Source: an optimization exercise on an open RTL-to-GDS flow (aim: small area, a short achievable clock period and few clock cycles per item). Production flows keep margins and buffers that such runs may drop.
RTL that was checked went through simulation tests only; none was proved equivalent to the original.
Only the layout flow was run in runs 1 to 3; the RTL was not checked for function there.
Power and IR drop assume default switching activity.

[flow/config.mk]
export PLATFORM = sky130hd
export DESIGN_NAME = selective_repeat_receiver_core
export DESIGN_NICKNAME = selective_repeat_receiver_core
export VERILOG_FILES = /design/flow/design.v
export SDC_FILE = /design/flow/constraint.sdc
export NUM_CORES = 4
export LEC_CHECK = 0
export CAP_MARGIN = 20
export CORE_MARGIN = 2
export CORE_UTILIZATION = 40
export SLEW_MARGIN = 20
[flow/constraint.sdc]
create_clock -name core_clock -period 5.0 [get_ports {clk}]
set_input_delay 1.0000 -clock core_clock [delete_from_list [all_inputs] [get_ports {clk}]]
set_output_delay 1.0000 -clock core_clock [all_outputs]
set_load 0.01 [all_outputs]
[flow/design.v]
package srr_pkg;
  localparam int SRR_WINDOW_DEPTH = 16;
  localparam int SRR_MAX_PAYLOAD  = 1024;
  localparam int SEQ_W = 16;
  localparam int LEN_W = 11;
  localparam int REF_W = 32;
  typedef enum logic [1:0] {
    KIND_ACK     = 2'd0,
    KIND_DUP     = 2'd1,
    KIND_DELIVER = 2'd2
  } kind_t;
  typedef enum logic [1:0] {
    ALU_SUB = 2'd0,
    ALU_INC = 2'd1,
    ALU_DEC = 2'd2
  } alu_op_t;
  typedef enum logic [2:0] {
    ST_IDLE,
    ST_AHEAD,
    ST_BEHIND,
    ST_CLASS,
    ST_OLD,
    ST_READ,
    ST_DELIVER
  } state_t;
  typedef struct packed {
    logic             last;
    logic [LEN_W-1:0] length;
    logic [REF_W-1:0] pref;
  } slot_entry_t;
endpackage
module srr_alu (
  input  logic [15:0] seq,
  input  logic [15:0] exp_n,
  output logic        win,
  output logic        beh,
  output logic        head
);
  logic [15:0] d;
  assign d    = seq - exp_n;
  assign win  = (d[15:4] == 12'h000);
  assign beh  = (d[15:4] == 12'hfff);
  assign head = (d == 16'd0);
endmodule
module srr_slot_store (
  input  logic        clk,
  input  logic        wr_en,
  input  logic [3:0]  wr_idx,
  input  logic [43:0] wr_data,
  input  logic [15:0] rd_sel,
  output logic [43:0] rd_data
);
  logic [43:0] mem [16];
  always_ff @(posedge clk) begin
    if (wr_en) mem[wr_idx] <= wr_data;
  end
  always_comb begin
    rd_data = '0;
    for (int k = 0; k < 16; k++) begin
      rd_data = rd_data | (mem[k] & {44{rd_sel[k]}});
    end
  end
endmodule
module selective_repeat_receiver_core #(
  parameter int WINDOW_DEPTH = srr_pkg::SRR_WINDOW_DEPTH
) (
  input  logic                      clk,
  input  logic                      rst_n,
  input  logic                      in_valid,
  output logic                      in_ready,
  input  logic [15:0]               in_seq_num,
  input  logic                      in_last_flag,
  input  logic [10:0]               in_payload_length,
  input  logic [31:0]               in_payload_ref,
  output logic                      out_valid,
  input  logic                      out_ready,
  output logic [1:0]                out_kind,
  output logic [15:0]               out_ack_num,
  output logic                      out_last,
  output logic [10:0]               out_length,
  output logic [31:0]               out_ref,
  output logic                      out_end_of_run,
  output logic                      out_transfer_done
);
  logic [15:0] exp_r;
  logic        done_r;
  logic [15:0] held_r;
  logic        ov_r;
  logic [1:0]  kind_r;
  logic [15:0] num_r;
  logic        olast_r;
  logic [42:0] odata_r;
  logic        oend_r;
  logic        adv, dlv, take;
  logic [15:0] eoh, eoh1, rsel;
  logic [43:0] rd_data;
  logic        rd_last, held_nx;
  logic        win, beh, head, free, st, go;
  logic [15:0] exp_m1;
  logic [10:0] len_c;
  assign adv      = out_ready || !ov_r;
  assign dlv      = adv && ov_r && !oend_r;
  assign in_ready = !ov_r || (out_ready && oend_r);
  assign take     = in_valid && in_ready;
  always_comb begin
    for (int k = 0; k < 16; k++) eoh[k] = (exp_r[3:0] == k[3:0]);
  end
  assign eoh1 = {eoh[14:0], eoh[15]};
  assign rsel = (ov_r && !oend_r) ? eoh : 16'd0;
  srr_slot_store u_store (
    .clk     (clk),
    .wr_en   (take && free),
    .wr_idx  (in_seq_num[3:0]),
    .wr_data ({in_last_flag, len_c, in_payload_ref}),
    .rd_sel  (rsel),
    .rd_data (rd_data)
  );
  assign rd_last = rd_data[43];
  assign held_nx = (held_r & eoh1) != 16'd0;
  srr_alu u_cls (
    .seq   (in_seq_num),
    .exp_n (exp_r),
    .win   (win),
    .beh   (beh),
    .head  (head)
  );
  assign free   = !held_r[in_seq_num[3:0]];
  assign st     = !done_r && win && free;
  assign go     = !done_r && head;
  assign exp_m1 = (exp_r == 16'd0) ? 16'd0 : exp_r - 16'd1;
  assign len_c  = (in_payload_length[10] && (in_payload_length[9:0] != 10'd0))
                  ? 11'd1024 : in_payload_length;
  always_ff @(posedge clk) begin
    if (!rst_n) begin
      ov_r   <= 1'b0;
      exp_r  <= '0;
      done_r <= 1'b0;
      held_r <= '0;
    end else begin
      if (dlv) begin
        ov_r   <= 1'b1;
        exp_r  <= exp_r + 16'd1;
        done_r <= done_r || rd_last;
        held_r <= held_r & ~eoh;
      end else if (take) begin
        ov_r <= 1'b1;
        if (st) held_r[in_seq_num[3:0]] <= 1'b1;
      end else if (adv) begin
        ov_r <= 1'b0;
      end
    end
  end
  always_ff @(posedge clk) begin
    if (dlv) begin
      kind_r  <= srr_pkg::KIND_DELIVER;
      num_r   <= exp_r;
      olast_r <= rd_last;
      oend_r  <= rd_last || !held_nx;
    end else if (take) begin
      kind_r  <= st ? srr_pkg::KIND_ACK : srr_pkg::KIND_DUP;
      num_r   <= (done_r || win || beh) ? in_seq_num : exp_m1;
      olast_r <= in_last_flag;
      oend_r  <= !go;
    end
    if (adv) odata_r <= rd_data[42:0];
  end
  assign out_valid         = ov_r;
  assign out_kind          = kind_r;
  assign out_ack_num       = num_r;
  assign out_last          = olast_r;
  assign out_length        = odata_r[42:32];
  assign out_ref           = odata_r[31:0];
  assign out_end_of_run    = oend_r;
  assign out_transfer_done = done_r;
endmodule
[flow/run.sh]
#!/bin/bash
# synth_recipe.tcl (not shown) runs the flow's synth.tcl, then flattens the netlist and writes it again
# the make line also repeats each setting of config.mk as NAME=value (left out here)
make -C /OpenROAD-flow-scripts/flow DESIGN_CONFIG=/design/flow/config.mk WORK_HOME=/design/flow/orfs CLKGATE_MAP_FILE= SYNTH_SCRIPT=/design/flow/synth_recipe.tcl finish
==> flow_summary.json, run 1 <==
{
  "yosysUniqueCellTypes": 75,
  "power_uw": 14000,
  "fin_worst_skew_ns": 0.0284,
  "ys_async_sr_fraction_pct": 0,
  "synth_area_mm2": 0.0305,
  "yosys_register_bits": 801,
  "crit_path_top_delay_cell": "clkdlybuf4s50_1",
  "place.gp.congestion": 0.848,
  "cts_hold_buf": 0,
  "ant_nets": 0,
  "cts_buffer_depth": 3,
  "fin_cells": 2984,
  "syn_nets": 1863,
  "drcViolationCount": 0,
  "status": "complete, no violations",
  "clock-sinks": 801,
  "cts_made_buffers": 83,
  "start_kind": "input port",
  "num_vias": 18000,
  "wl_um": 85300,
  "hp-class": "reg -> reg",
  "crit_buf_inv": 3,
  "dpl.hpwl_um": 44700,
  "power.internal_uw": 11100,
  "ys.flop_type": "edfxtp_1",
  "grt_max_degree": 45,
  "p_sw_share_pct": 20.4,
  "core-area_mm2": 0.0758,
  "cts_max_level": 3,
  "tritoncts": "yes",
  "viasPerCell": 6.02,
  "worst_pin_slew_ns": 1.04,
  "setup_viol": 0,
  "ioPinCount": 130,
  "antenna_found_initial": 1,
  "grt_pass1_vias": 17500,
  "arrival_ns": 4.66,
  "area_delta_synth_final_pct": 18.8,
  "finalNetCount": 2029,
  "cap_violations": 0,
  "postCtsSetupRepairBufs": 0,
  "final_util_pct": 47.9,
  "slew_violations": 0,
  "drive_above_1_share_pct": 11.9,
  "power_per_cell_area_mw_per_mm2": 385,
  "synthTopCellsByArea": "edfxtp_1 75%, a221oi_1 5.0%, a22o_1 5.0%",
  "period_share_pct": 85.8,
  "place_inst": 2831,
  "hold_viol_final": 0,
  "cp-end-kind": "flop",
  "seqPwrFrac_pct": 53.4,
  "ir_drop_mv": 0.274,
  "grt_pass1_wl_um": 123000,
  "slew_headroom_pct": 30.4,
  "synth_edf_count": 765,
  "num_rows": 101,
  "grt_overflow": 0,
  "design_area_mm2": 0.0363,
  "crit_family": "compound AO/OA/AOI/OAI gates",
  "p_leak_uw": 0.0116,
  "fp.dieH_um": 280,
  "grt_usage_pct": 21.6,
  "avgSynthCellArea_um2": 17.2,
  "start_util_pct": 40.3,
  "synth_top_area_share_pct": 75.2,
  "dieArea_mm2": 0.0786,
  "syn_inst": 1772,
  "p_comb_share_pct": 2.9,
  "rsz0062_at_grt": "no",
  "hold_ws_ns": 0.466,
  "port_buffers": 129,
  "drt-pass1-iter-count": 7,
  "crit_type": "in -> reg",
  "fin_crit_ns": 4.29,
  "clkTransAtPathRegs_ns": 0.06,
  "dr.first_iter.drc_count": 1929,
  "worstSkewPairLatency_ns": 0.63,
  "ctsRootBufferMaster": "clkbuf_16",
  "power.switching_uw": 2860,
  "path_max_fanout": 14,
  "cts_resized": 0,
  "wire_per_inst_um": 28.6,
  "synth-seq-area-share_pct": 77.6,
  "crit_chain": "clkdlybuf4s50_1, inv_1, ha_1, fa_1, and2b_1, o2111ai_1, a31oi_1, nor2_1, a311oi_1, nor2b_1, a41o_1, o21a_1, buf_4, a32o_1, a221o_1",
  "yosys_warnings": 2,
  "postPlaceCellArea_mm2": 0.0336,
  "clock_power_share_pct": 43.7,
  "worstPathRequired_ns": 5.37,
  "antenna_cells": 0,
  "die_w_um": 280,
  "max_freq_mhz": 233,
  "max_stage_delay_ns": 0.48,
  "yosysTopAreaCell": "edfxtp_1"
}
-- synth_stat cells, types with 25 or more instances --
library cell    n
nor2_1         40
nand2_1        49
nand4_1        51
and3_1         25
a22o_1        176
ha_1           26
a221oi_1      176
a21oi_1        27
clkbuf_1       97
dfxtp_1        36
o21ai_0        25
edfxtp_1      765
-- tightest hold or removal path: stages (launching register included) --
cell and delay [ns]:
dfxtp_1 0.32, nand2_1 0.06, nand2_1 0.05
-- worst paths after layout --
| path | start | to | slack (ns) | cells after the start |
|---|---|---|---|---|
| max | in_seq_num[0] | num_r[10] | 0.71 | 15 |
| min | kind_r[1] | kind_r[1] | 0.47 | 2 |
| max reg2reg | exp_r[3] | num_r[10] | 0.83 | 14 |
| min reg2reg | kind_r[1] | kind_r[1] | 0.47 | 2 |
-- sequential cells by signal, indices dropped and copies added (netlist names) --
register	flops
u_store.mem	704
odata_r	43
exp_r	16
held_r	16
num_r	16
kind_r	2
done_r	1
oend_r	1
olast_r	1
ov_r	1
-- power by group through the flow --
| stage | sequential [µW] | clock [µW] | combinational [µW] |
|---|---|---|---|
| floorplan | 7610 | 0 | 136 |
| global placement | 7600 | 0 | 394 |
| detailed placement | 7600 | 0 | 404 |
| CTS | 7460 | 6210 | 406 |
| global route | 7470 | 6490 | 434 |
| finish | 7460 | 6120 | 403 |
-- metrics by stage --
step / setup WS (ns) / setup TNS [ns]
floorplan: -0.0458 / -16.84
global placement: 0.163 / 0
detailed placement: 0.146 / 0
CTS: 0.789 / 0
global route: 0.391 / 0
finish: 0.709 / 0
-- routing by layer --
layer | track usage, % | wire length, µm
met3 | 3.19 | 5760
met2 | 36.7 | 42500
met5 | 0 | 11
met4 | 6.65 | 2090
met1 | 28.6 | 34900
-- logic make-up (layout without fill, tap and decap cells) --
family	after synthesis	after routing	share of synthesized area [%]
compound gates	501	501	13.4
xor+xnor	26	26	0.746
fa+ha+maj	27	27	1.13
buf+inv	134	368	1.71
flops	801	801	77.6
mux	9	9	0.504
simple gates	274	274	4.91
-- final cells by class --
cell class / count / area (µm²)
Sequential cell: 801 / 23700
Clock buffer: 107 / 2230
Tap cell: 978 / 1220
Clock inverter: 46 / 489
Multi-Input combinational cell: 837 / 6510
Inverter: 22 / 82.6
Fill cell: 6324 / 39500
Timing Repair Buffer: 193 / 2070
-- placed cells by master, fill, tap and decap left out, types with 5 or more instances in the layout --
| cell type | netlist | layout |
|---|---|---|
| nand2_1 | 49 | 49 |
| o21ai_1 | 9 | 9 |
| clkinv_1 | 2 | 14 |
| a22oi_1 | 15 | 15 |
| a21oi_1 | 27 | 27 |
| buf_4 | 1 | 40 |
| inv_1 | 20 | 20 |
| nor3_1 | 16 | 12 |
| bufinv_16 | 0 | 7 |
| clkdlybuf4s50_1 | 0 | 129 |
| nand3_1 | 21 | 21 |
| mux4_2 | 5 | 5 |
| nand4_1 | 51 | 51 |
| and3_2 | 0 | 12 |
| clkinv_2 | 0 | 16 |
| xor2_1 | 5 | 5 |
| o21ai_0 | 25 | 25 |
| clkbuf_1 | 97 | 20 |
| nor4_1 | 8 | 7 |
| dfxtp_1 | 36 | 36 |
| o21a_1 | 6 | 6 |
| clkbuf_16 | 0 | 85 |
| nor2b_1 | 15 | 15 |
| nor2_1 | 40 | 28 |
| ha_1 | 26 | 26 |
| buf_12 | 0 | 24 |
| and2_1 | 19 | 19 |
| o211ai_1 | 18 | 18 |
| and3_1 | 25 | 9 |
| a31oi_1 | 7 | 7 |
| edfxtp_1 | 765 | 765 |
| a221o_1 | 5 | 5 |
| a22o_1 | 176 | 176 |
| a221oi_1 | 176 | 176 |
| xnor2_1 | 21 | 21 |
| nor2_4 | 0 | 12 |
==> run 2: changes to the inputs <==
--- a/flow/design.v
+++ b/flow/design.v
@@ -32,27 +32,34 @@
 module srr_alu (
   input  logic [15:0] seq,
   input  logic [15:0] exp_n,
+  input  logic [11:0] e_hi_p1,    
+  input  logic [11:0] e_hi_m1,    
   output logic        win,
   output logic        beh,
   output logic        head
 );
-  logic [15:0] d;
-  assign d    = seq - exp_n;
-  assign win  = (d[15:4] == 12'h000);
-  assign beh  = (d[15:4] == 12'hfff);
-  assign head = (d == 16'd0);
+  logic        brw;
+  logic        eq0, eqp, eqm;
+  assign brw     = seq[3:0] < exp_n[3:0];
+  assign eq0     = (seq[15:4] == exp_n[15:4]);
+  assign eqp     = (seq[15:4] == e_hi_p1);
+  assign eqm     = (seq[15:4] == e_hi_m1);
+  assign win     = brw ? eqp : eq0;
+  assign beh     = brw ? eq0 : eqm;
+  assign head    = eq0 && (seq[3:0] == exp_n[3:0]);
 endmodule
 module srr_slot_store (
   input  logic        clk,
-  input  logic        wr_en,
-  input  logic [3:0]  wr_idx,
+  input  logic [15:0] wr_en,
   input  logic [43:0] wr_data,
   input  logic [15:0] rd_sel,
   output logic [43:0] rd_data
 );
   logic [43:0] mem [16];
   always_ff @(posedge clk) begin
-    if (wr_en) mem[wr_idx] <= wr_data;
+    for (int k = 0; k < 16; k++) begin
+      if (wr_en[k]) mem[k] <= wr_data;
+    end
   end
   always_comb begin
     rd_data = '0;
@@ -83,6 +90,8 @@
   output logic                      out_transfer_done
 );
   logic [15:0] exp_r;
+  logic [11:0] ehp1_r, ehm1_r;    
+  logic [15:0] eoh_r;             
   logic        done_r;
   logic [15:0] held_r;
   logic        ov_r;
@@ -92,7 +101,8 @@
   logic [42:0] odata_r;
   logic        oend_r;
   logic        adv, dlv, take;
-  logic [15:0] eoh, eoh1, rsel;
+  logic [15:0] sdec, wen;
+  logic [15:0] eoh1, rsel;
   logic [43:0] rd_data;
   logic        rd_last, held_nx;
   logic        win, beh, head, free, st, go;
@@ -102,15 +112,15 @@
   assign dlv      = adv && ov_r && !oend_r;
   assign in_ready = !ov_r || (out_ready && oend_r);
   assign take     = in_valid && in_ready;
+  assign eoh1 = {eoh_r[14:0], eoh_r[15]};
+  assign rsel = (ov_r && !oend_r) ? eoh_r : 16'd0;
   always_comb begin
-    for (int k = 0; k < 16; k++) eoh[k] = (exp_r[3:0] == k[3:0]);
+    for (int k = 0; k < 16; k++) sdec[k] = (in_seq_num[3:0] == k[3:0]);
   end
-  assign eoh1 = {eoh[14:0], eoh[15]};
-  assign rsel = (ov_r && !oend_r) ? eoh : 16'd0;
+  assign wen = {16{take}} & sdec & ~held_r;
   srr_slot_store u_store (
     .clk     (clk),
-    .wr_en   (take && free),
-    .wr_idx  (in_seq_num[3:0]),
+    .wr_en   (wen),
     .wr_data ({in_last_flag, len_c, in_payload_ref}),
     .rd_sel  (rsel),
     .rd_data (rd_data)
@@ -119,7 +129,9 @@
   assign held_nx = (held_r & eoh1) != 16'd0;
   srr_alu u_cls (
     .seq   (in_seq_num),
-    .exp_n (exp_r),
+    .exp_n   (exp_r),
+    .e_hi_p1 (ehp1_r),
+    .e_hi_m1 (ehm1_r),
     .win   (win),
     .beh   (beh),
     .head  (head)
@@ -134,14 +146,22 @@
     if (!rst_n) begin
       ov_r   <= 1'b0;
       exp_r  <= '0;
+      ehp1_r <= 12'h001;
+      ehm1_r <= 12'hfff;
+      eoh_r  <= 16'h0001;
       done_r <= 1'b0;
       held_r <= '0;
     end else begin
       if (dlv) begin
         ov_r   <= 1'b1;
         exp_r  <= exp_r + 16'd1;
+        eoh_r  <= eoh1;
+        if (exp_r[3:0] == 4'hf) begin
+          ehp1_r <= ehp1_r + 12'd1;
+          ehm1_r <= exp_r[15:4];
+        end
         done_r <= done_r || rd_last;
-        held_r <= held_r & ~eoh;
+        held_r <= held_r & ~eoh_r;
       end else if (take) begin
         ov_r <= 1'b1;
         if (st) held_r[in_seq_num[3:0]] <= 1'b1;
--- a/flow/config.mk
+++ b/flow/config.mk
@@ -8,4 +8,5 @@
 export CAP_MARGIN = 20
 export CORE_MARGIN = 2
 export CORE_UTILIZATION = 40
+export SETUP_SLACK_MARGIN = 2.5
 export SLEW_MARGIN = 20
==> flow_summary.json, run 2 <==
{
  "place_inst": 2961,
  "reg2reg_slack_ns": 2.50,
  "setup_tns_ns": 0,
  "period_share_pct": 50.5,
  "yosys_register_bits": 841,
  "viasPerCell": 5.97,
  "cap_violations": 0,
  "synthTopCellsByArea": "edfxtp_1 73%, a221oi_1 5.0%, a22o_1 5.0%",
  "cts_hold_buf": 0,
  "grt_max_degree": 51,
  "min_from": "kind_r[1]",
  "port_buffers": 129,
  "fp.dieH_um": 285,
  "n_fill_cell": 6570,
  "ff2ff_path_depth": 7,
  "p_leak_uw": 0.0124,
  "largest_reg_flops": 704,
  "cts_max_level": 3,
  "cp-end-kind": "output port",
  "synth_top_area_share_pct": 72.6,
  "clkTransAtPathRegs_ns": 0.06,
  "power_per_cell_area_mw_per_mm2": 381,
  "ir_drop_mv": 0.234,
  "finalNetCount": 2107,
  "clock-sinks": 841,
  "yosys_warnings": 3,
  "dr.first_iter.drc_count": 2162,
  "status": "complete, no violations",
  "grt_pass1_wl_um": 127000,
  "place.gp.congestion": 0.896,
  "avgSynthCellArea_um2": 17.0,
  "worstSkewPairLatency_ns": 0.63,
  "wire_per_inst_um": 28.5,
  "final_cell_mix": "765 x edfxtp_1, 179 x a22o_1, 179 x a221oi_1",
  "power.internal_uw": 11500,
  "fin_cells": 3151,
  "worstPathRequired_ns": 4.00,
  "dpl.hpwl_um": 44200,
  "synth.most_common_cell": "edfxtp_1",
  "cts_made_buffers": 85,
  "largest-register": "u_store.mem",
  "p_sw_share_pct": 20.3,
  "ys_top_cells_by_count": "765 x edfxtp_1, 179 x a221oi_1, 179 x a22o_1",
  "slew_headroom_pct": 25.2,
  "num_vias": 18800,
  "ioPinCount": 130,
  "drcViolationCount": 0,
  "grt_usage_pct": 21.4,
  "reg_top3": "u_store.mem x704, odata_r x43",
  "syn_inst": 1859,
  "holdPathEnd": "kind_r[1]",
  "hold_ws_ns": 0.450,
  "slew_violations": 0,
  "antenna_found_initial": 6,
  "synth_edf_count": 765,
  "ant_nets": 0,
  "start_kind": "flop",
  "arrival_ns": 1.53,
  "seqPwrFrac_pct": 54.1,
  "cts_buffer_depth": 3,
  "num_rows": 103,
  "start_util_pct": 40.2,
  "area_delta_synth_final_pct": 19.1,
  "synth-seq-area-share_pct": 77.4,
  "hp-class": "reg -> reg",
  "fin_crit_ns": 2.53,
  "fin_worst_skew_ns": 0.0273,
  "crit_type": "reg -> out",
  "max_freq_mhz": 396,
  "rsz0062_at_grt": "yes",
  "die_w_um": 285,
  "min_path_cells": 2,
  "tritoncts": "yes",
  "ys_async_sr_fraction_pct": 0,
  "yosysTopAreaCell": "edfxtp_1",
  "syn_nets": 1935,
  "grt_overflow": 0,
  "worst_pin_slew_ns": 1.12,
  "core-area_mm2": 0.0786,
  "dieArea_mm2": 0.0814,
  "setup_viol": 0,
  "ys.flop_type": "edfxtp_1",
  "final_common_cell": "edfxtp_1",
  "grt_pass1_vias": 18500,
  "synth_area_mm2": 0.0316,
  "drive_above_1_share_pct": 15.8,
  "ctsRootBufferMaster": "clkbuf_16",
  "wl_um": 89900,
  "r2r-end": "exp_r[13]",
  "clock_power_share_pct": 43.4,
  "power.switching_uw": 2910,
  "path_max_fanout": 5,
  "drt-pass1-iter-count": 5,
  "hold_viol_final": 0,
  "yosysUniqueCellTypes": 68,
  "p_comb_share_pct": 2.4,
  "rr_startpoint": "oend_r"
}
run 2: cell types whose count changed in the layout (fill, tap and decap cells not counted), sizes merged, moves of 16 or more:
cell / change
dlygate4sd2: +64
nor2: -21
nand3: +25
a21boi: +23
buf: +21
a21oi: -16
nand2: +46
xor2: +20
and2: +18
clkbuf: +17
and3: -19
dfxtp: +40
clkdlybuf4s50: -85
run 2: layout make-up:
type	instances	area [µm²]	share of cell area (%)
sequential	841	24500	65.1
inverter	14	75.1	0.199
timing repair buffer	209	2040	5.42
clock buffer	110	2270	6.03
multi-input combinational	880	7000	18.6
antenna	1	2.50	0.00664
tap	1050	1310	3.49
clock inverter	46	465	1.23
run 2: timing repair:
action	4_1_cts	5_1_grt
setup endpoints to repair	967	235
endpoints found under the hold margin	0	0
pin swaps	18	26
setup buffers	15	13
gates resized for setup	161	86
cloned	2	3
run 2: per-stage QoR:
stage	setup slack (ns)	total power (µW)	util (%)	cell area [µm²]
floorplan	1.90	8050	-	32000
global placement	1.01	8280	43.8	34400
detailed placement	0.934	8290	43.8	34400
CTS	2.17	14500	47.7	37500
global route	2.41	14800	47.9	37700
finish	2.47	14400	47.9	37700
run 2: cell families after synthesis:
family	synth area share, %
compound gates	12.3
xor+xnor	1.49
fa+ha+maj	0.475
buf+inv	2.07
flops	77.4
mux	0.316
simple gates	5.97
run 2: critical path, stage by stage, from the launching register on:
cell      delay, ns
edfxtp_1       0.48
buf_6          0.18
nand2_8        0.05
nand2_4        0.05
buf_6          0.13
run 2: routing by layer:
layer,wire length [µm],track usage [%]
met2,43100,34.8
met5,61,0
met4,1930,6.27
met3,7420,4.17
met1,37400,29.3
run 2: power groups by stage:
stage	Sequential [µW]	Clock, µW	Combinational, µW
6_report	7780	6240	352
5_1_grt	7780	6590	374
4_1_cts	7780	6320	349
3_5_place_dp	7930	0	359
3_3_place_gp	7930	0	350
2_1_floorplan	7940	0	116
run 2: worst max-delay path by stage:
stage	from	end	slack, ns	cells past startpoint
floorplan	out_ready	u_store.mem[11][0]	1.90	5
CTS	in_payload_length[10]	u_store.mem[6][40]	2.17	2
global placement	in_seq_num[1]	num_r[12]	1.01	9
finish	oend_r	in_ready	2.47	4
detailed placement	in_seq_num[1]	num_r[12]	0.93	9
global route	oend_r	ehp1_r[7]	2.41	5
==> run 3: changes to the inputs <==
==> flow/flow/run.sh (new file) <==
#!/bin/bash
# Layout flow: the standard flow, with small port buffers.
# 1. the standard synthesis, unchanged
# 2. the rest of the standard ORFS flow, with buffer_ports using buf_2 cells
#    instead of the delay cells it picks by default
set -euo pipefail
bash standard.sh synth > flow_synth.log 2>&1
export BUFFER_PORTS_ARGS="-buffer_cell sky130_fd_sc_hd__buf_2"
bash standard.sh > flow_layout.log 2>&1
==> flow/standard.sh (new file) <==
#!/bin/bash
# synth_recipe.tcl (not shown) runs the flow's synth.tcl, then flattens the netlist and writes it again
# the make line also repeats each setting of config.mk as NAME=value (left out here)
make -C /OpenROAD-flow-scripts/flow DESIGN_CONFIG=/design/flow/config.mk WORK_HOME=/design/flow/orfs CLKGATE_MAP_FILE= SYNTH_SCRIPT=/design/flow/synth_recipe.tcl "${@:-finish}"
removed: flow/run.sh
==> flow_summary.json, run 3 <==
{
  "ff_latch_area_mm2": 0.0245,
  "finalNetCount": 2108,
  "path_max_fanout": 5,
  "dpl.hpwl_um": 44800,
  "start_kind": "flop",
  "core-area_mm2": 0.0786,
  "syn_nets": 1935,
  "drive_above_1_share_pct": 21.1,
  "clock-sinks": 841,
  "hold_viol_final": 0,
  "power.internal_uw": 11700,
  "synth_top_family_by_area": "compound AO/OA/AOI/OAI gates",
  "port_buffers": 129,
  "fin_worst_skew_ns": 0.0455,
  "cp-end-kind": "output port",
  "drt-pass1-iter-count": 5,
  "setup_tns_ns": 0,
  "synth-seq-area-share_pct": 77.4,
  "seqPwrFrac_pct": 52.8,
  "largest_reg_flops": 704,
  "power_per_cell_area_mw_per_mm2": 394,
  "ctsRootBufferMaster": "clkbuf_16",
  "wl_um": 90700,
  "viasPerCell": 6.04,
  "ioPinCount": 130,
  "clkTransAtPathRegs_ns": 0.06,
  "slew_headroom_pct": 35.0,
  "place.gp.congestion": 0.851,
  "crit_family": "flip-flops",
  "n_fill_cell": 6614,
  "wire_per_inst_um": 28.7,
  "crit_chain": "buf_12, nand2_8, nand2_4, buf_6",
  "cts_buffer_depth": 3,
  "synth-simple-area-share_pct": 5.97,
  "ir_drop_mv": 0.352,
  "slew_violations": 0,
  "rsz0062_at_grt": "yes",
  "synthTopCellsByArea": "edfxtp_1 73%, a221oi_1 5.0%, a22o_1 5.0%",
  "synth.most_common_cell": "edfxtp_1",
  "dieArea_mm2": 0.0814,
  "num_vias": 19100,
  "area_delta_synth_final_pct": 18.2,
  "arrival_ns": 1.58,
  "design_area_mm2": 0.0374,
  "grt_max_degree": 45,
  "final_util_pct": 47.6,
  "ys.flop_type": "edfxtp_1",
  "cap_violations": 0,
  "worstSkewPairLatency_ns": 0.67,
  "period_share_pct": 51.5,
  "start_util_pct": 40.2,
  "cts_made_buffers": 88,
  "grt_pass1_vias": 18400,
  "grt_pass1_wl_um": 128000,
  "synthMuxAreaShare_pct": 0.316,
  "crit_buf_inv": 2,
  "p_sw_share_pct": 20.9,
  "worst_pin_slew_ns": 0.974,
  "num_rows": 103,
  "setup_viol": 0,
  "max_freq_mhz": 388,
  "fp.dieH_um": 285,
  "synth_area_mm2": 0.0316,
  "yosys_register_bits": 841,
  "yosysUniqueCellTypes": 68,
  "ys_top_cells_by_count": "765 x edfxtp_1, 179 x a221oi_1, 179 x a22o_1",
  "avgSynthCellArea_um2": 17.0,
  "reg_top3": "u_store.mem x704, odata_r x43",
  "worstPathRequired_ns": 4.00,
  "syn_inst": 1859,
  "grt_overflow": 0,
  "antenna_found_initial": 8,
  "largest-register": "u_store.mem",
  "postPlaceCellArea_mm2": 0.0337,
  "p_comb_share_pct": 2.2,
  "ys_async_sr_fraction_pct": 0,
  "dr.first_iter.drc_count": 2409,
  "tritoncts": "yes",
  "crit_type": "reg -> out",
  "multi_input_area_mm2": 0.00705,
  "fin_crit_ns": 2.58,
  "synth_top_area_share_pct": 72.6,
  "yosys_warnings": 3,
  "final_common_cell": "edfxtp_1",
  "die_w_um": 285,
  "p_leak_uw": 0.0123,
  "max_stage_delay_ns": 0.52,
  "final_cell_mix": "765 x edfxtp_1, 179 x a22o_1, 178 x a221oi_1",
  "drcViolationCount": 0,
  "yosysTopAreaCell": "edfxtp_1",
  "grt_usage_pct": 21.6,
  "synthAdderAreaFrac_pct": 0.475,
  "clock_power_share_pct": 45.1,
  "hp-class": "reg -> reg",
  "status": "complete, no violations",
  "crit_path_top_delay_cell": "edfxtp_1",
  "synth-xor-area-share_pct": 1.49,
  "cts_max_level": 3,
  "synth_edf_count": 765,
  "ant_nets": 0,
  "cts_hold_buf": 0,
  "power.switching_uw": 3080,
  "synth_compound_area_share_pct": 12.3
}
## run 3: cell count changes in the layout (fill, tap and decap cells not counted), moves of 7 or more
cell,before,now
buf_2,5,124
buf_6,20,29
buf_8,9,2
clkbuf_2,12,0
clkdlybuf4s50_1,44,0
clkinv_2,16,9
dlygate4sd2_1,64,0
## run 3: power by group through the flow
stage / clock (µW) / sequential (µW) / combinational (µW)
detailed placement: 0 / 7930 / 306
global placement: 0 / 7930 / 296
finish: 6650 / 7780 / 320
CTS: 6730 / 7780 / 311
floorplan: 0 / 7940 / 116
global route: 6990 / 7780 / 343
## run 3: final timing paths
path,from,end,slack [ns],cells past startpoint
setup / recovery,oend_r,in_ready,2.42,4
setup reg to reg,exp_r[1],num_r[11],2.49,11
hold / removal,kind_r[1],kind_r[1],0.44,2
hold reg to reg,kind_r[1],kind_r[1],0.44,2
## run 3: layout make-up
type	instances	area share, %
inverters	14	0.201
multi-input cells	880	18.8
clock inverters	49	1.65
clock buffers	111	6.34
well taps	1050	3.51
flip-flops and latches	841	65.5
repair buffers	207	3.92
diodes	2	0.0134
## run 3: cell families (layout without fill, tap and decap cells)
logic type	Yosys count	after routing
xor gates and xnor gates	54	54
other	0	2
buffers and inverters	142	381
AOI/OAI and AO/OA	464	464
and+or+nand+nor	341	345
muxes	5	5
DFF	841	841
adders and majority gates	12	12
## run 3: tightest hold or removal path: stages (launching register included)
cell and delay (ns):
dfxtp_1 0.31, nand2_1 0.05, nand2_1 0.04
## run 3: routing by layer
metal	track usage, %	vias to the layer above	share of wire [%]
li1	-	8014	-
met1	30.2	9879	41
met2	35.3	1008	49
met3	3.45	142	8.7
met4	5.92	12	2.1
met5	0	-	0.088
## run 3: stage by stage
| step | instances | total power [µW] | setup slack, ns | hold slack (ns) |
|---|---|---|---|---|
| finish | 3154 | 14700 | 2.42 | 0.444 |
| global route | 3153 | 15100 | 2.39 | 0.462 |
| CTS | 3131 | 14800 | 2.40 | 0.446 |
| detailed placement | 2958 | 8240 | 1.21 | 0.434 |
| global placement | 2958 | 8220 | 1.24 | 0.431 |
| floorplan | 1859 | 8050 | 1.90 | 0.444 |
## run 3: timing repair
item,4_1_cts,5_1_grt
pin swaps,8,28
buffers inserted,11,19
gates cloned,2,2
endpoints found under the hold margin,0,0
setup endpoints to repair,238,318
gates resized for setup,59,53
==> run 4: changes to the inputs <==
--- a/flow/design.v
+++ b/flow/design.v
@@ -100,6 +100,9 @@
   logic        olast_r;
   logic [42:0] odata_r;
   logic        oend_r;
+  logic        odone_r;       
+  logic        rdy_idle_r;    
+  logic        rdy_end_r;     
   logic        adv, dlv, take;
   logic [15:0] sdec, wen;
   logic [15:0] eoh1, rsel;
@@ -108,12 +111,12 @@
   logic        win, beh, head, free, st, go;
   logic [15:0] exp_m1;
   logic [10:0] len_c;
-  assign adv      = out_ready || !ov_r;
-  assign dlv      = adv && ov_r && !oend_r;
-  assign in_ready = !ov_r || (out_ready && oend_r);
+  assign adv      = out_ready || rdy_idle_r;
+  assign dlv      = adv && !rdy_end_r;
+  assign in_ready = rdy_idle_r || (out_ready && rdy_end_r);
   assign take     = in_valid && in_ready;
   assign eoh1 = {eoh_r[14:0], eoh_r[15]};
-  assign rsel = (ov_r && !oend_r) ? eoh_r : 16'd0;
+  assign rsel = rdy_end_r ? 16'd0 : eoh_r;
   always_comb begin
     for (int k = 0; k < 16; k++) sdec[k] = (in_seq_num[3:0] == k[3:0]);
   end
@@ -145,6 +148,9 @@
   always_ff @(posedge clk) begin
     if (!rst_n) begin
       ov_r   <= 1'b0;
+      rdy_idle_r <= 1'b1;
+      rdy_end_r  <= 1'b1;
+      odone_r    <= 1'b0;
       exp_r  <= '0;
       ehp1_r <= 12'h001;
       ehm1_r <= 12'hfff;
@@ -154,6 +160,9 @@
     end else begin
       if (dlv) begin
         ov_r   <= 1'b1;
+        rdy_idle_r <= 1'b0;
+        rdy_end_r  <= rd_last || !held_nx;
+        odone_r    <= odone_r || rd_last;
         exp_r  <= exp_r + 16'd1;
         eoh_r  <= eoh1;
         if (exp_r[3:0] == 4'hf) begin
@@ -164,9 +173,13 @@
         held_r <= held_r & ~eoh_r;
       end else if (take) begin
         ov_r <= 1'b1;
+        rdy_idle_r <= 1'b0;
+        rdy_end_r  <= !go;
         if (st) held_r[in_seq_num[3:0]] <= 1'b1;
       end else if (adv) begin
         ov_r <= 1'b0;
+        rdy_idle_r <= 1'b1;
+        rdy_end_r  <= 1'b1;
       end
     end
   end
@@ -191,5 +204,5 @@
   assign out_length        = odata_r[42:32];
   assign out_ref           = odata_r[31:0];
   assign out_end_of_run    = oend_r;
-  assign out_transfer_done = done_r;
+  assign out_transfer_done = odone_r;
 endmodule
==> flow/run.sh (new file) <==
#!/bin/bash
# synth_recipe.tcl (not shown) runs the flow's synth.tcl, then flattens the netlist and writes it again
# the make line also repeats each setting of config.mk as NAME=value (left out here)
make -C /OpenROAD-flow-scripts/flow DESIGN_CONFIG=/design/flow/config.mk WORK_HOME=/design/flow/orfs CLKGATE_MAP_FILE= SYNTH_SCRIPT=/design/flow/synth_recipe.tcl finish
removed: flow/flow/run.sh
removed: flow/standard.sh
==> flow_summary.json, run 4 <==
{
  "crit_chain": "clkdlybuf4s50_1, nor2b_1",
  "ctsRootBufferMaster": "clkbuf_16",
  "hold_viol_final": 0,
  "ioPinCount": 130,
  "synth-xor-area-share_pct": 1.61,
  "synth_top_family_by_area": "compound AO/OA/AOI/OAI gates",
  "wire_per_inst_um": 28.2,
  "ant_nets": 0,
  "final_common_cell": "edfxtp_1",
  "grt_max_degree": 50,
  "max_stage_delay_ns": 1.01,
  "r2r-end": "num_r[15]",
  "setup_tns_ns": 0,
  "cts_max_level": 3,
  "synth_top_area_share_pct": 72.7,
  "crit_cells": 2,
  "synthAdderAreaFrac_pct": 0.475,
  "cap_violations": 0,
  "yosys_warnings": 3,
  "dr.first_iter.drc_count": 2284,
  "synth.most_common_cell": "edfxtp_1",
  "crit_family": "simple AND/OR/NAND/NOR gates",
  "hold_ws_ns": 0.443,
  "p_leak_uw": 0.0125,
  "reg2reg_slack_ns": 2.54,
  "finalNetCount": 2106,
  "cts_made_buffers": 88,
  "dpl.hpwl_um": 42100,
  "p_sw_share_pct": 20.3,
  "path_max_fanout": 16,
  "drcViolationCount": 0,
  "slew_violations": 0,
  "setup_viol": 0,
  "min_from": "kind_r[1]",
  "yosys_register_bits": 844,
  "p_comb_share_pct": 2.4,
  "fin_worst_skew_ns": 0.0272,
  "reg_top3": "u_store.mem x704, odata_r x43",
  "num_rows": 103,
  "start_util_pct": 40.2,
  "grt_overflow": 0,
  "worstPathRequired_ns": 5.31,
  "power_per_cell_area_mw_per_mm2": 382,
  "yosysUniqueCellTypes": 58,
  "syn_nets": 1938,
  "min_path_cells": 2,
  "core-area_mm2": 0.0786,
  "fin_crit_ns": 2.72,
  "status": "complete, no violations",
  "syn_inst": 1862,
  "slew_headroom_pct": 25.2,
  "synth_edf_count": 765,
  "max_freq_mhz": 368,
  "synth_compound_area_share_pct": 12.2,
  "tritoncts": "yes",
  "cp-end-kind": "flop",
  "ff2ff_path_depth": 11,
  "crit_type": "in -> reg",
  "area_delta_synth_final_pct": 19.9,
  "yosysTopAreaCell": "edfxtp_1",
  "antenna_found_initial": 4,
  "synthMuxAreaShare_pct": 0.443,
  "clock_power_share_pct": 43.7,
  "avgSynthCellArea_um2": 17.0,
  "ys_top_cells_by_count": "765 x edfxtp_1, 173 x a221oi_1, 173 x a22o_1",
  "fp.dieH_um": 285,
  "largest-register": "u_store.mem",
  "grt_pass1_vias": 18300,
  "hp-class": "reg -> reg",
  "arrival_ns": 3.03,
  "worstSkewPairLatency_ns": 0.65,
  "worst_pin_slew_ns": 1.12,
  "grt_pass1_wl_um": 126000,
  "ys.flop_type": "edfxtp_1",
  "holdPathEnd": "kind_r[1]",
  "rsz0062_at_grt": "yes",
  "dieArea_mm2": 0.0813,
  "wl_um": 88900,
  "power.internal_uw": 11500,
  "die_w_um": 285,
  "ir_drop_mv": 0.308,
  "crit_path_top_delay_cell": "nor2b_1",
  "drive_above_1_share_pct": 15.1,
  "final_cell_mix": "765 x edfxtp_1, 173 x a22o_1, 173 x a221oi_1",
  "synth-simple-area-share_pct": 5.86,
  "synth-seq-area-share_pct": 77.7,
  "clock-sinks": 844,
  "synth_area_mm2": 0.0316,
  "crit_buf_inv": 1,
  "viasPerCell": 5.97,
  "drt-pass1-iter-count": 7,
  "rr_startpoint": "exp_r[1]",
  "synthTopCellsByArea": "edfxtp_1 73%, dfxtp_1 5.0%, a221oi_1 4.8%",
  "num_vias": 18800,
  "power.switching_uw": 2940,
  "largest_reg_flops": 704,
  "port_buffers": 129,
  "cts_buffer_depth": 3,
  "period_share_pct": 54.4,
  "ys_async_sr_fraction_pct": 0,
  "place.gp.congestion": 0.855,
  "seqPwrFrac_pct": 53.9,
  "start_kind": "input port",
  "grt_usage_pct": 21.3,
  "clkTransAtPathRegs_ns": 0.06
}
-- run 4: changes by cell type in the layout (fill, tap and decap cells not counted), sizes merged, moves of 7 or more --
cell	change
a221oi	-7
clkdlybuf4s50	+45
xnor2	-10
a22oi	+10
buf	-122
and2	-17
nor2b	+14
nand3	-15
xor2	+14
dlygate4sd2	+66
-- run 4: how the worst max path moves through the flow --
stage               slack, ns                 end                   from
finish                   2.28  u_store.mem[9][41]  in_payload_length[10]
global route             2.17  u_store.mem[1][36]  in_payload_length[10]
CTS                      2.32  u_store.mem[4][38]  in_payload_length[10]
detailed placement       1.12            num_r[2]          in_seq_num[0]
global placement         1.13            num_r[2]          in_seq_num[0]
floorplan                1.56  u_store.mem[11][0]              out_ready
-- run 4: power by group through the flow --
stage	clock (µW)	combinational (µW)	sequential [µW]
floorplan	0	112	7960
global placement	0	350	7950
detailed placement	0	359	7960
CTS	6440	351	7800
global route	6700	375	7810
finish	6330	351	7800
-- run 4: per-layer routing --
metal | vias to the layer above | part of all wire (%) | global-route usage (%)
met5 | - | 0.039 | 0
met3 | 136 | 8.2 | 3.96
met1 | 9757 | 43 | 29.8
li1 | 8020 | - | -
met4 | 6 | 2.2 | 6.23
met2 | 880 | 47 | 34.0
-- run 4: final cells by class --
type,count,area (µm²)
fillers,6623,40700
flip-flops and latches,844,24600
multi-input cells,883,7100
clock buffers,114,2390
repair buffers,201,2070
well taps,1050,1310
clock inverters,43,387
inverters,12,56.3
diodes,1,2.50
-- run 4: kinds of logic (layout without fill, tap and decap cells) --
logic type / after synthesis / count (layout)
AND/OR/NAND/NOR: 343 / 344
adder cells (fa/ha/maj): 12 / 12
buffers and inverters: 136 / 370
multiplexers: 9 / 9
other: 0 / 1
flip-flops: 844 / 844
XOR/XNOR: 58 / 58
AO/OA/AOI/OAI: 460 / 460
-- run 4: what timing repair did --
| action | CTS | global route |
|---|---|---|
| hold buffers | 0 | 0 |
| cloned | 3 | 1 |
| setup endpoints to repair | 1023 | 224 |
| buffers inserted | 14 | 11 |
| resized for setup | 175 | 69 |
| pin swaps | 13 | 24 |
-- run 4: metrics by stage --
stage	util (%)	cells	setup slack [ns]	cell area (µm²)	power [µW]
after floorplan	-	1862	1.56	31900	8070
after global placement	44.0	2961	1.13	34600	8300
after detailed placement	44.0	2961	1.12	34600	8310
after CTS	47.9	3135	2.32	37700	14600
after global routing	48.2	3147	2.17	37900	14900
final	48.2	3148	2.28	37900	14500
Testbench counts of run 4, summed over its fixed seeds: cycles 21,937, items 12,000.
==> run 5: changes to the inputs <==
==> flow/flow/run.sh (new file) <==
#!/bin/bash
# Layout flow: the standard ORFS flow (standard.sh) with two changes after
# synthesis, passed to ORFS as its own variables:
#  - buffer_ports puts a buf_2 on each port instead of the delay cell it picks
#    by default
#  - clock tree synthesis adds no dummy loads
# 1. the standard synthesis, unchanged
# 2. floorplan to finish
set -euo pipefail
bash standard.sh synth > flow_synth.log 2>&1
export BUFFER_PORTS_ARGS="-buffer_cell sky130_fd_sc_hd__buf_2"
export CTS_ARGS="-sink_clustering_enable -repair_clock_nets -dont_use_dummy_load"
bash standard.sh > flow_layout.log 2>&1
==> flow/standard.sh (new file) <==
#!/bin/bash
# synth_recipe.tcl (not shown) runs the flow's synth.tcl, then flattens the netlist and writes it again
# the make line also repeats each setting of config.mk as NAME=value (left out here)
make -C /OpenROAD-flow-scripts/flow DESIGN_CONFIG=/design/flow/config.mk WORK_HOME=/design/flow/orfs CLKGATE_MAP_FILE= SYNTH_SCRIPT=/design/flow/synth_recipe.tcl "${@:-finish}"
removed: flow/run.sh
==> flow_summary.json, run 5 <==
{
  "n_fill_cell": 6698,
  "wl_um": 86600,
  "yosysUniqueCellTypes": 58,
  "rsz0062_at_grt": "yes",
  "cts_buffer_depth": 3,
  "period_share_pct": 49.3,
  "cts_made_buffers": 85,
  "core-area_mm2": 0.0786,
  "final_cell_mix": "765 x edfxtp_1, 173 x a22o_1, 173 x a221oi_1",
  "power_per_cell_area_mw_per_mm2": 370,
  "max_freq_mhz": 406,
  "slew_violations": 0,
  "ctsRootBufferMaster": "clkbuf_16",
  "synth_edf_count": 765,
  "synthTopCellsByArea": "edfxtp_1 73%, dfxtp_1 5.0%, a221oi_1 4.8%",
  "min_path_cells": 2,
  "reg_top3": "u_store.mem x704, odata_r x43",
  "worstSkewPairLatency_ns": 0.66,
  "wire_per_inst_um": 28.3,
  "dieArea_mm2": 0.0813,
  "final_common_cell": "edfxtp_1",
  "finalNetCount": 2083,
  "power.switching_uw": 2630,
  "grt_usage_pct": 21.0,
  "num_rows": 103,
  "ys_top_cells_by_count": "765 x edfxtp_1, 173 x a221oi_1, 173 x a22o_1",
  "tritoncts": "yes",
  "reg2reg_slack_ns": 2.54,
  "max_stage_delay_ns": 0.33,
  "avgSynthCellArea_um2": 17.0,
  "port_buffers": 129,
  "dpl.hpwl_um": 41100,
  "clkTransAtPathRegs_ns": 0.05,
  "grt_overflow": 0,
  "crit_chain": "buf_4, ha_1, a21oi_2, inv_1, o2111ai_2, o211ai_1, buf_4, buf_6, and2_4, a221o_1",
  "start_util_pct": 40.2,
  "rr_startpoint": "rdy_end_r",
  "power.internal_uw": 10800,
  "largest-register": "u_store.mem",
  "path_max_fanout": 14,
  "ioPinCount": 130,
  "slew_headroom_pct": 30.7,
  "cap_violations": 0,
  "status": "complete, no violations",
  "hold_ws_ns": 0.442,
  "crit_family": "compound AO/OA/AOI/OAI gates",
  "antenna_found_initial": 6,
  "synth-seq-area-share_pct": 77.7,
  "worstPathRequired_ns": 5.34,
  "ys.flop_type": "edfxtp_1",
  "cts_max_level": 3,
  "setup_viol": 0,
  "setup_tns_ns": 0,
  "start_kind": "input port",
  "drt-pass1-iter-count": 6,
  "ir_drop_mv": 0.297,
  "cp-end-kind": "flop",
  "cts_hold_buf": 0,
  "worst_pin_slew_ns": 1.04,
  "yosys_register_bits": 844,
  "r2r-end": "rdy_end_r",
  "p_leak_uw": 0.0119,
  "fp.dieH_um": 285,
  "crit_type": "in -> reg",
  "drive_above_1_share_pct": 17.3,
  "grt_pass1_wl_um": 125000,
  "crit_buf_inv": 4,
  "hold_viol_final": 0,
  "clock_power_share_pct": 39.7,
  "synth.most_common_cell": "edfxtp_1",
  "drcViolationCount": 0,
  "num_vias": 18500,
  "cp_common_cell": "buf_4",
  "synth_area_mm2": 0.0316,
  "clock-sinks": 844,
  "fin_worst_skew_ns": 0.0822,
  "fin_crit_ns": 2.47,
  "grt_pass1_vias": 18100,
  "syn_nets": 1938,
  "viasPerCell": 6.06,
  "ff2ff_path_depth": 8,
  "area_delta_synth_final_pct": 15.0,
  "p_comb_share_pct": 2.3,
  "ant_nets": 0,
  "p_sw_share_pct": 19.5,
  "yosysTopAreaCell": "edfxtp_1",
  "min_from": "kind_r[1]",
  "synth_top_area_share_pct": 72.7,
  "die_w_um": 285,
  "dr.first_iter.drc_count": 2269,
  "ys_async_sr_fraction_pct": 0,
  "seqPwrFrac_pct": 58.0,
  "holdPathEnd": "kind_r[1]",
  "crit_path_top_delay_cell": "a221o_1",
  "hp-class": "reg -> reg",
  "syn_inst": 1862,
  "largest_reg_flops": 704,
  "place.gp.congestion": 0.858,
  "grt_max_degree": 48,
  "yosys_warnings": 3,
  "arrival_ns": 2.81
}
[run 5: changes by cell type in the layout (fill, tap and decap cells not counted), sizes merged, moves of 5 or more]
cell	previous run	this run
inv	17	12
bufinv	5	0
clkbuf	118	86
dlygate4sd2	66	0
clkinv	30	0
buf	84	180
clkdlybuf4s50	45	0
[run 5: worst register-to-register path: stages, from the launching register on]
cell	delay, ns
dfxtp_4	0.45
buf_12	0.16
nor2b_4	0.04
buf_8	0.25
a22oi_1	0.22
nand4_1	0.12
o31a_1	0.34
or3_1	0.48
o31a_1	0.30
[run 5: area by class of cell]
type / instances / area (µm²) / area share (%)
Sequential cell: 844 / 24600 / 67.6
Multi-Input combinational cell: 883 / 7010 / 19.3
Clock buffer: 85 / 2130 / 5.85
Tap cell: 1050 / 1310 / 3.61
Timing Repair Buffer: 181 / 1270 / 3.49
Inverter: 12 / 52.6 / 0.145
Antenna cell: 2 / 5.00 / 0.0138
[run 5: repair_timing]
action,4_1_cts,5_1_grt
setup buffers,8,4
setup endpoints to repair,797,178
endpoints found under the hold margin,0,0
cloned,0,2
pin swaps,1,5
resized for setup,45,36
[run 5: layer usage]
metal / share of wire, % / GRT usage (%)
met1: 43 / 30.1
met2: 47 / 33.7
met3: 8.1 / 3.38
met4: 2.0 / 5.25
met5: 0.031 / 0
[run 5: logic make-up (layout without fill, tap and decap cells)]
family | after synthesis | count (layout) | synth area share (%)
buf+inv | 136 | 278 | 1.69
flops | 844 | 844 | 77.7
other cells | 0 | 2 | 0
fa+ha+maj | 12 | 12 | 0.475
simple gates | 343 | 344 | 5.86
mux | 9 | 9 | 0.443
compound gates | 460 | 460 | 12.2
xor+xnor | 58 | 58 | 1.61
[run 5: power groups by stage]
stage                     registers (µW)  clock network (µW)  logic [µW]
after floorplan                     7960                   0         112
after global placement              7950                   0         296
after detailed placement            7950                   0         306
after CTS                           7810                5440         311
after global routing                7810                5700         339
final                               7800                5340         313
[run 5: worst max-delay path by stage]
stage / startpoint / endpoint / slack [ns] / cells after the start
after floorplan: out_ready / u_store.mem[11][0] / 1.56 / 4
after global placement: in_seq_num[1] / num_r[15] / 1.23 / 9
after detailed placement: in_seq_num[1] / num_r[15] / 1.20 / 9
after CTS: exp_r[3] / num_r[15] / 2.50 / 10
after global routing: in_seq_num[2] / num_r[2] / 2.46 / 10
final: in_seq_num[2] / num_r[2] / 2.53 / 10
[run 5: through the flow]
stage / setup WS [ns] / util [%] / std cells / instance area [µm²] / power, µW
after floorplan: 1.56 / - / 1862 / 31900 / 8070
after global placement: 1.23 / 42.9 / 2956 / 33700 / 8250
after detailed placement: 1.20 / 42.9 / 2956 / 33700 / 8260
after CTS: 2.50 / 46.0 / 3049 / 36100 / 13600
after global routing: 2.46 / 46.2 / 3055 / 36300 / 13800
final: 2.53 / 46.2 / 3057 / 36300 / 13500
==> run 6: changes to the inputs <==
==> flow/flow/run.sh (replaced) <==
#!/bin/bash
# Layout flow: the standard ORFS flow (standard.sh) with two changes after
# synthesis, passed to ORFS as its own variables:
#  - buffer_ports puts a buf_2 on each port instead of the delay cell it picks
#    by default
#  - clock tree synthesis adds no dummy loads and clusters up to 22 sinks
#    within 90 um per leaf buffer, for a smaller clock tree
# 1. the standard synthesis, unchanged
# 2. floorplan to finish
set -euo pipefail
bash standard.sh synth > flow_synth.log 2>&1
export BUFFER_PORTS_ARGS="-buffer_cell sky130_fd_sc_hd__buf_2"
export CTS_ARGS="-sink_clustering_enable -repair_clock_nets -dont_use_dummy_load -sink_clustering_size 22 -sink_clustering_max_diameter 90"
bash standard.sh > flow_layout.log 2>&1
==> flow_summary.json, run 6 <==
{
  "status": "complete, no violations",
  "worstSkewPairLatency_ns": 0.63,
  "viasPerCell": 6.04,
  "die_w_um": 285,
  "dieArea_mm2": 0.0813,
  "hold_viol_final": 0,
  "fin_crit_ns": 2.44,
  "crit_chain": "buf_12, nor2b_4, buf_12, a22oi_1, nand4_1, o31a_1, or3_1, o31a_1",
  "synth_top_area_share_pct": 72.7,
  "dpl.hpwl_um": 41100,
  "start_kind": "flop",
  "fin_worst_skew_ns": 0.0584,
  "drt-pass1-iter-count": 5,
  "yosys_warnings": 3,
  "tritoncts": "yes",
  "design_area_mm2": 0.0353,
  "ant_nets": 0,
  "period_share_pct": 48.9,
  "worstPathRequired_ns": 5.48,
  "clock-sinks": 844,
  "cts_made_buffers": 45,
  "clkTransAtPathRegs_ns": 0.09,
  "preCtsSetupSlack_ns": 1.20,
  "cts_buffer_depth": 3,
  "synth.most_common_cell": "edfxtp_1",
  "grt_pass1_vias": 17700,
  "start_util_pct": 40.2,
  "cts_max_level": 2,
  "n_fill_cell": 6818,
  "ir_drop_mv": 0.224,
  "place.gp.congestion": 0.858,
  "worst_pin_slew_ns": 1.03,
  "setup_viol": 0,
  "crit_path_top_delay_cell": "or3_1",
  "power_per_cell_area_mw_per_mm2": 334,
  "cap_violations": 0,
  "postPlaceCellArea_mm2": 0.0337,
  "syn_inst": 1862,
  "final_cell_mix": "765 x edfxtp_1, 173 x a22o_1, 173 x a221oi_1",
  "arrival_ns": 2.92,
  "dr.first_iter.drc_count": 2195,
  "synth_edf_count": 765,
  "largest_reg_flops": 704,
  "syn_nets": 1938,
  "area_delta_synth_final_pct": 11.6,
  "setup_slack_ns": 2.56,
  "ff_latch_area_mm2": 0.0246,
  "synthAdderAreaFrac_pct": 0.475,
  "ioPinCount": 130,
  "max_freq_mhz": 409,
  "ys_top_cells_by_count": "765 x edfxtp_1, 173 x a221oi_1, 173 x a22o_1",
  "ys.flop_type": "edfxtp_1",
  "synthMuxAreaShare_pct": 0.443,
  "slew_violations": 0,
  "path_max_fanout": 44,
  "largest-register": "u_store.mem",
  "synth_compound_area_share_pct": 12.2,
  "synth_area_mm2": 0.0316,
  "core-area_mm2": 0.0786,
  "avgSynthCellArea_um2": 17.0,
  "p_leak_uw": 0.0114,
  "grt_pass1_wl_um": 124000,
  "yosysUniqueCellTypes": 58,
  "synth_top_family_by_area": "compound AO/OA/AOI/OAI gates",
  "slew_headroom_pct": 31.6,
  "drcViolationCount": 0,
  "finalNetCount": 2040,
  "yosys_register_bits": 844,
  "synth-simple-area-share_pct": 5.86,
  "num_vias": 18200,
  "wl_um": 85800,
  "hp-class": "reg -> reg",
  "grt_max_degree": 48,
  "multi_input_area_mm2": 0.00699,
  "grt_usage_pct": 20.7,
  "yosysTopAreaCell": "edfxtp_1",
  "fp.dieH_um": 285,
  "antenna_found_initial": 5,
  "reg_top3": "u_store.mem x704, odata_r x43",
  "wire_per_inst_um": 28.5,
  "port_buffers": 129,
  "setup_tns_ns": 0,
  "num_rows": 103,
  "crit_type": "reg -> reg",
  "crit_buf_inv": 2,
  "crit_family": "compound AO/OA/AOI/OAI gates",
  "synth-seq-area-share_pct": 77.7,
  "cp-end-kind": "flop",
  "rsz0062_at_grt": "yes",
  "synth-xor-area-share_pct": 1.61,
  "drive_above_1_share_pct": 15.4,
  "final_common_cell": "edfxtp_1",
  "ctsRootBufferMaster": "clkbuf_16",
  "max_stage_delay_ns": 0.47,
  "grt_overflow": 0,
  "ys_async_sr_fraction_pct": 0,
  "synthTopCellsByArea": "edfxtp_1 73%, dfxtp_1 5.0%, a221oi_1 4.8%"
}
[run 6: final cells by class]
cell class | count | area share [%]
Tap cell | 1050 | 3.72
Sequential cell | 844 | 69.7
Clock buffer | 45 | 3.19
Timing Repair Buffer | 178 | 3.45
Inverter | 12 | 0.149
Multi-Input combinational cell | 883 | 19.8
Antenna cell | 3 | 0.0213
[run 6: routing by layer]
layer	track usage (%)	part of all wire [%]	vias up	wire length (µm)
met5	0	0.028	-	24
met4	4.04	1.6	4	1400
met2	33.6	47	822	40600
met3	3.12	8.1	86	6910
li1	-	-	7794	-
met1	30.0	43	9518	36900
[run 6: power breakdown]
part / total, µW / switching [µW] / internal [µW]
Combinational: 313 / 237 / 75.9
Clock: 3680 / 2080 / 1610
Sequential: 7790 / 22.3 / 7770
Total: 11800 / 2340 / 9450
[run 6: final timing paths]
kind,from,end,slack [ns],cells after the start
max,rdy_end_r,rdy_end_r,2.56,8
min,kind_r[1],kind_r[1],0.45,2
max reg2reg,rdy_end_r,rdy_end_r,2.56,8
min reg2reg,kind_r[1],kind_r[1],0.45,2
[run 6: logic make-up (layout without fill, tap and decap cells)]
logic type / count (synthesis) / in the layout
buffers and inverters: 136 / 235
AO/OA/AOI/OAI: 460 / 460
AND/OR/NAND/NOR: 343 / 344
flip-flops: 844 / 844
other: 0 / 3
multiplexers: 9 / 9
adder cells (fa/ha/maj): 12 / 12
XOR/XNOR: 58 / 58
[run 6: tightest hold or removal path: cells and delay by family (launching register included)]
| family | cells | cell delay (ns) |
|---|---|---|
| flip-flops | 1 | 0.32 |
| AND/OR/NAND/NOR | 2 | 0.09 |
[run 6: timing repair]
action                                  CTS  global route
pin swaps                                 2             8
gates cloned                              0             1
endpoints found under the setup margin  800           194
resized for setup                        49            29
setup buffers                             8             2
hold buffers                              0             0
[run 6: per-stage QoR]
stage | util [%] | total power [µW] | instances | hold slack, ns
after floorplan | - | 8070 | 1862 | 0.459
after detailed placement | 42.9 | 8260 | 2956 | 0.435
final | 44.9 | 11800 | 3015 | 0.449
after CTS | 44.7 | 11900 | 3009 | 0.448
after global placement | 42.9 | 8250 | 2956 | 0.442
after global routing | 44.9 | 12100 | 3012 | 0.478
==> run 7: changes to the inputs <==
--- a/flow/config.mk
+++ b/flow/config.mk
@@ -8,5 +8,5 @@
 export CAP_MARGIN = 20
 export CORE_MARGIN = 2
 export CORE_UTILIZATION = 40
-export SETUP_SLACK_MARGIN = 2.5
+export SETUP_SLACK_MARGIN = 2.65
 export SLEW_MARGIN = 20
==> flow_summary.json, run 7 <==
{
  "grt_usage_pct": 20.8,
  "period_share_pct": 48.4,
  "grt_overflow": 0,
  "start_util_pct": 40.2,
  "crit_path_top_delay_cell": "a211o_1",
  "wire_per_inst_um": 28.6,
  "arrival_ns": 2.75,
  "start_kind": "input port",
  "postPlaceCellArea_mm2": 0.0337,
  "path_max_fanout": 9,
  "p_leak_uw": 0.0116,
  "power_uw": 11800,
  "antenna_found_initial": 5,
  "yosys_warnings": 3,
  "synth_area_mm2": 0.0316,
  "num_vias": 18400,
  "syn_nets": 1938,
  "cts_max_level": 2,
  "finalNetCount": 2062,
  "synth_top_area_share_pct": 72.7,
  "max_stage_delay_ns": 0.23,
  "r2r-end": "num_r[0]",
  "tritoncts": "yes",
  "dpl.hpwl_um": 41100,
  "met3_usage_pct": 3.30,
  "fin_worst_skew_ns": 0.0624,
  "avgSynthCellArea_um2": 17.0,
  "fin_crit_ns": 2.42,
  "ff2ff_path_depth": 8,
  "worstSkewPairLatency_ns": 0.63,
  "design_area_mm2": 0.0358,
  "status": "complete, no violations",
  "hp-class": "reg -> reg",
  "clkTransAtPathRegs_ns": 0.09,
  "port_buffers": 129,
  "slew_violations": 0,
  "core-area_mm2": 0.0786,
  "clock-sinks": 844,
  "yosys_register_bits": 844,
  "ioPinCount": 130,
  "worstPathRequired_ns": 5.33,
  "wl_um": 86700,
  "ys.flop_type": "edfxtp_1",
  "viasPerCell": 6.08,
  "cts_buffer_depth": 3,
  "area_delta_synth_final_pct": 13.2,
  "syn_inst": 1862,
  "drcViolationCount": 0,
  "ys_async_sr_fraction_pct": 0,
  "setup_tns_ns": 0,
  "cts_hold_buf": 0,
  "max_freq_mhz": 413,
  "crit_chain": "buf_12, ha_4, nor2b_4, o211a_1, o2111ai_2, o211ai_1, buf_4, buf_6, buf_16, and3_1, a211o_1",
  "crit_type": "in -> reg",
  "cts_made_buffers": 45,
  "reg_top3": "u_store.mem x704, odata_r x43",
  "drive_above_1_share_pct": 17.3,
  "synth-seq-area-share_pct": 77.7,
  "rr_startpoint": "exp_r[0]",
  "grt.busiest_layer": "met2",
  "synthTopCellsByArea": "edfxtp_1 73%, dfxtp_1 5.0%, a221oi_1 4.8%",
  "worst_pin_slew_ns": 1.03,
  "dieArea_mm2": 0.0813,
  "synth_edf_count": 765,
  "ir_drop_mv": 0.227,
  "use_met2_pct": 33.8,
  "ys_top_cells_by_count": "765 x edfxtp_1, 173 x a221oi_1, 173 x a22o_1",
  "setup_viol": 0,
  "die_w_um": 285,
  "min_path_cells": 2,
  "drt-pass1-iter-count": 5,
  "grt_pass1_wl_um": 125000,
  "min_from": "kind_r[1]",
  "synth.most_common_cell": "edfxtp_1",
  "final_util_pct": 45.5,
  "final_cell_mix": "765 x edfxtp_1, 173 x a22o_1, 173 x a221oi_1",
  "ant_nets": 0,
  "cp-end-kind": "flop",
  "largest_reg_flops": 704,
  "grt_max_degree": 48,
  "yosysTopAreaCell": "edfxtp_1",
  "hold_viol_final": 0,
  "yosysUniqueCellTypes": 58,
  "slew_headroom_pct": 31.0,
  "reg2reg_slack_ns": 2.62,
  "num_rows": 103,
  "grt_pass1_vias": 17800,
  "use_met1_pct": 29.9,
  "cap_violations": 0,
  "power_per_cell_area_mw_per_mm2": 330,
  "rsz0062_at_grt": "yes",
  "ctsRootBufferMaster": "clkbuf_16",
  "final_common_cell": "edfxtp_1",
  "fp.dieH_um": 285,
  "dr.first_iter.drc_count": 2200,
  "largest-register": "u_store.mem",
  "place.gp.congestion": 0.858,
  "holdPathEnd": "kind_r[1]"
}
[run 7: power by group]
group          switching [µW]  internal [µW]
clock                    2080           1610
combinational             240           87.0
sequential               22.4           7770
total                    2350           9460
[run 7: cell families (layout without fill, tap and decap cells)]
family                   count (synthesis)  after routing  share of synthesized area (%)
other                                    0              1                              0
multiplexers                             9              9                          0.443
AO/OA/AOI/OAI                          460            460                           12.2
adder cells (fa/ha/maj)                 12             12                          0.475
buffers and inverters                  136            257                           1.69
XOR/XNOR                                58             58                           1.61
flip-flops                             844            844                           77.7
AND/OR/NAND/NOR                        343            344                           5.86
[run 7: critical path: cells and delay by family]
family                   cells  cell delay (ns)
AND/OR/NAND/NOR              2             0.29
AO/OA/AOI/OAI                4             0.71
buffers and inverters        4             0.53
adder cells (fa/ha/maj)      1             0.21
[run 7: worst max-delay path by stage]
| stage | from | endpoint | slack (ns) | cells after the start |
|---|---|---|---|---|
| detailed placement | in_seq_num[1] | num_r[15] | 1.20 | 9 |
| finish | in_seq_num[1] | num_r[12] | 2.58 | 11 |
| CTS | out_ready | in_ready | 2.56 | 3 |
| global placement | in_seq_num[1] | num_r[15] | 1.23 | 9 |
| global route | exp_r[0] | num_r[0] | 2.53 | 8 |
| floorplan | out_ready | u_store.mem[11][0] | 1.56 | 4 |
[run 7: what timing repair did]
item	CTS	global route
endpoints found under the setup margin	823	198
buffers inserted	17	13
gates cloned	1	2
pin swaps	18	18
resized for setup	99	57
[run 7: area by class of cell]
| class | count | area, µm² |
|---|---|---|
| Antenna cell | 1 | 2.50 |
| Clock buffer | 45 | 1130 |
| Fill cell | 6782 | 42800 |
| Inverter | 12 | 56.3 |
| Multi-Input combinational cell | 883 | 7130 |
| Sequential cell | 844 | 24600 |
| Tap cell | 1050 | 1310 |
| Timing Repair Buffer | 200 | 1590 |
[run 7: through the flow]
stage          cells  hold WS (ns)  setup slack, ns
2_1_floorplan   1862         0.459             1.56
3_3_place_gp    2956         0.442             1.23
3_5_place_dp    2956         0.435             1.20
4_1_cts         3019         0.448             2.56
5_1_grt         3034         0.478             2.53
6_report        3035         0.450             2.58
[run 7: per-layer routing]
layer / up-vias / wire, µm
met5: - / 24
li1: 7841 / -
met3: 93 / 6890
met1: 9615 / 37200
met2: 891 / 41100
met4: 4 / 1520

-- what the ideal ports hide --
The results above use ideal ports. As a check the final layouts listed here were re-extracted and re-timed, cells and wires unchanged. Step 1 assumes that a clkbuf_16 drives the clock port and a buf_2 every other input. Step 2 moves the port delays by t, midway between the first and last clock arrival at a register: inputs arrive t later, outputs are due t later. That takes back most of the time a late clock gives input paths. Slacks: ideal ports / drivers / drivers and shift; pairs: ideal ports / drivers.
| run | t, ns | setup slack, ns | worst data-port slew with drivers (ns) |
|---|---|---|---|
| run 1 | 0.681 | 0.709 / 0.741 / 0.060 | 0.11 |
| run 2 | 0.690 | 2.473 / 2.406 / 1.837 | 0.10 |
| run 3 | 0.717 | 2.423 / 2.357 / 1.737 | 0.12 |
| run 4 | 0.701 | 2.280 / 2.321 / 1.621 | 0.12 |
| run 5 | 0.682 | 2.535 / 2.522 / 1.840 | 0.12 |
| run 6 | 0.659 | 2.556 / 2.533 / 1.885 | 0.13 |
| run 7 | 0.657 | 2.579 / 2.538 / 1.920 | 0.13 |
After both steps every run listed still meets setup and hold. For run 5, which loses most, drivers alone change the setup slack by -0.013 ns; drivers and shift together by -0.695 ns.
